This is an optimization exercise on Yosys and OpenROAD, whose aim is small area, not a production implementation. The RTL was checked by simulation tests, not by an equivalence proof against the original design. No activity file was given, so power comes from the tool's default toggle rates.

==> flow/design.v (excerpt) <==
module map_controller
(
  input  logic       clock_50,
  input  logic       resetn,
  input  logic       init,
  output logic       busy,
  input  logic [4:0] map_x,
  input  logic [4:0] map_y,
  output logic [2:0] sprite_type,
  input  logic       wr_en,
  input  logic [4:0] wr_x,
  input  logic [4:0] wr_y,
  input  logic [2:0] wr_type,
  output logic       wr_ack,
  output logic       wr_err,
  output logic [8:0] orbs_left,
  output logic       level_clear
);
For scale: about 3400 cells after synthesis, about 1100 flip-flops, roughly 43 I/O pins.
clock: 40.0 ns
lec_check: 0
cap_margin: 20
core_margin: 2
core_utilization: 60
cts_cluster_diameter: 100
cts_cluster_size: 25
slew_margin: 20
synth_hierarchical: 1
synth_minimum_keep_size: 0
run.sh (not shown) runs the stock make flow with config.mk's settings and CLKGATE_MAP_FILE= SYNTH_SCRIPT=/design/flow/synth_recipe.tcl, a recipe that flattens the netlist after the stock synthesis.
==> next run, changes <==
--- a/flow/design.v
+++ b/flow/design.v
@@ -141,23 +141,21 @@
   logic [2:0] r_igx;       
   logic [1:0] r_ip;        
   logic [8:0] r_orbs;
   logic       r_wr_ack, r_wr_err;
   logic [2:0] r_spr;
   logic       r_ph;        
-  logic       r_pol;       
   logic       r_early;     
   logic [6:0] r_old;       
   logic [6:0] r_slot [0:NGX*10-1];    
   logic [6:0] r_pair [0:NGX*10-1];    
   logic [6:0] r_row20 [0:NGX-1];      
   logic [NY-1:0]  w_ry, w_wy;
   logic [NGX-1:0] w_rgx, w_wgx;
   logic [10:0]    w_qy;
-  logic [6:0]     w_rg, w_wport, w_wg, w_wd, w_def_grp, w_bus, w_rd_grp, w_rgp, w_wpp, w_slot_d;
-  logic           w_rinv, w_winv;
+  logic [6:0]     w_rg, w_wport, w_wg, w_wd, w_def_grp, w_bus, w_rd_grp;
   logic [8:0]     w_wold;
   logic [2:0]     w_old;
   logic           w_def_orb, w_byp, w_wnow, w_accept, w_we, w_wr_ok, w_row20;
   logic [4:0]     w_ay;
   map_layout_rom u_rom (
     .i_y     (r_iy),
@@ -181,51 +179,42 @@
       assign w_flat[((2*m+1)*NGX+k)*7 +: 7] = r_pair[m*NGX+k];
     end
   end
   for (genvar k = 0; k < NGX; k++) begin : g_flat_20
     assign w_flat[(20*NGX+k)*7 +: 7] = r_row20[k];
   end
-  map_port u_rd_port (.i_grp(w_flat), .i_yh(w_ry), .i_gh(w_rgx), .o_grp(w_rgp));
-  always_comb begin
-    if (map_y[4] && map_y[2])    w_rinv = 1'b0;
-    else if (map_y[0] ^ r_ph)    w_rinv = r_pol;
-    else                         w_rinv = r_ph ^ r_pol;
-  end
-  assign w_rg = w_rgp ^ {7{w_rinv}};
+  map_port u_rd_port (.i_grp(w_flat), .i_yh(w_ry), .i_gh(w_rgx), .o_grp(w_rg));
   logic [7*NGX*11-1:0] w_qflat;
   for (genvar m = 0; m < 10; m++) begin : g_qflat
     assign w_qflat[m*NGX*7 +: NGX*7] = w_flat[(2*m+1)*NGX*7 +: NGX*7];
     assign w_qy[m] = w_wy[2*m+1];
   end
   assign w_qflat[10*NGX*7 +: NGX*7] = w_flat[20*NGX*7 +: NGX*7];
   assign w_qy[10] = w_wy[20];
-  map_port #(.NR(11)) u_wr_port (.i_grp(w_qflat), .i_yh(w_qy), .i_gh(w_wgx), .o_grp(w_wpp));
+  map_port #(.NR(11)) u_wr_port (.i_grp(w_qflat), .i_yh(w_qy), .i_gh(w_wgx), .o_grp(w_wport));
   assign w_wr_ok  = (wr_x <= 5'd20) && (wr_y <= 5'd20) && (wr_type <= 3'b100);
   assign w_accept = !r_busy && !r_wrst && !init && wr_en && w_wr_ok;
   assign w_row20  = wr_y[4] && wr_y[2];
   assign w_wnow   = (wr_y[0] ^ r_ph) || w_row20;
-  assign w_winv   = r_pol && !w_row20;
-  assign w_wport  = w_wpp ^ {7{w_winv}};
   assign w_wg = r_early ? r_old : w_wport;
   always_comb begin
     w_wold = dec(w_wg);
     case (pos3(wr_x))
       2'd0:    begin w_old = w_wold[8:6]; w_wd = enc(wr_type, w_wold[5:3], w_wold[2:0]); end
       2'd1:    begin w_old = w_wold[5:3]; w_wd = enc(w_wold[8:6], wr_type, w_wold[2:0]); end
       default: begin w_old = w_wold[2:0]; w_wd = enc(w_wold[8:6], w_wold[5:3], wr_type); end
     endcase
   end
   assign w_bus = r_busy ? w_def_grp : w_wd;
-  assign w_slot_d = w_bus ^ {7{r_pol}};
   assign w_we  = r_busy || (r_wrst && w_wnow) || (w_accept && w_wnow && !w_row20);
   for (genvar m = 0; m < 10; m++) begin : g_pair
     for (genvar k = 0; k < NGX; k++) begin : g_col
       logic       w_en;
       logic [6:0] w_d;
       assign w_en = w_we && w_wy[2*m+1] && w_wgx[k];
-      map_slot_mux u_mux (.i_en(w_en), .i_en_n(!w_en), .i_bus(w_slot_d),
+      map_slot_mux u_mux (.i_en(w_en), .i_en_n(!w_en), .i_bus(w_bus),
                           .i_pair(r_pair[m*NGX+k]), .o_d(w_d));
       always_ff @(posedge clock_50) begin
         r_slot[m*NGX+k] <= w_d;
         r_pair[m*NGX+k] <= r_slot[m*NGX+k];
       end
     end
@@ -261,26 +250,24 @@
       r_ip     <= '0;
       r_orbs   <= '0;
       r_wr_ack <= 1'b0;
       r_wr_err <= 1'b0;
       r_spr    <= '0;
       r_ph     <= 1'b0;
-      r_pol    <= 1'b0;
       r_early  <= 1'b0;
     end else begin
       r_busy   <= r_busy ? !w_done : init;
       r_wrst   <= w_accept;
       r_ip     <= (r_busy && !w_p_last) ? r_ip + 2'd1 : 2'd0;
       r_igx    <= (r_busy && !w_g_last) ? r_igx + {2'd0, w_p_last} : 3'd0;
       r_iy     <= (r_busy && !w_done) ? r_iy + {4'd0, w_g_last} : 5'd0;
       r_orbs   <= w_orbs_nxt;
       r_wr_ack <= r_wrst;
       r_wr_err <= !r_busy && !r_wrst && !init && wr_en && !w_wr_ok;
       r_spr    <= (w_rd_ok && !r_busy) ? dec_sel(w_rd_grp, pos3(map_x)) : 3'b000;
       r_ph     <= !r_ph;
-      r_pol    <= r_pol ^ r_ph;
       r_early  <= w_accept && w_wnow && !w_row20;
     end
   end
   assign busy        = r_busy;
   assign sprite_type = r_spr;
   assign wr_ack      = r_wr_ack;
@@ -346,9 +333,9 @@
   input  logic       i_en,
   input  logic       i_en_n,
   input  logic [6:0] i_bus,
   input  logic [6:0] i_pair,
   output logic [6:0] o_d
 );
-  assign o_d = ~(({7{i_en}} | i_pair) & ({7{i_en_n}} | i_bus));
+  assign o_d = ({7{i_en}} & i_bus) | ({7{i_en_n}} & i_pair);
 endmodule
 `default_nettype wire
What happened: The changed run completed with no timing, DRC or antenna violations; routed wire length is lower by 0.77%; power came out lower by 3.6%; die area goes up by 1.5%; setup slack improved by 590 ps; cell area grows by 1.6%.

what the ideal ports hide:
Ports are ideal in the flow. The routed layouts listed here were re-timed in OpenROAD.
Step 1: set_driving_cell puts a clkbuf_16 on clock_50 and a buf_2 on each other input, an assumption about the parent block.
Step 2 moves the port delays by t, midway between the first and last clock arrival at a register: inputs arrive t later, outputs are due t later. That takes back most of the time a late clock gives input paths.
Three values: no drivers, after step 1, after step 2; two values: the first two.
| run | t (ns) | setup slack, ns | worst hold slack (ns) | worst setup path after step 2 | worst data-port slew with drivers (ns) |
|---|---|---|---|---|---|
| the first run | 0.704 | 22.627 / 22.670 / 21.966 | 0.347 / 0.347 / 0.347 | input to register | 0.05 |
| the second run | 0.710 | 23.221 / 23.265 / 22.555 | 0.335 / 0.335 / 0.335 | input to register | 0.05 |
After both steps every run listed still meets setup and hold. For the second run, which loses most, drivers alone change the setup slack by +0.044 ns; drivers and shift together by -0.666 ns.
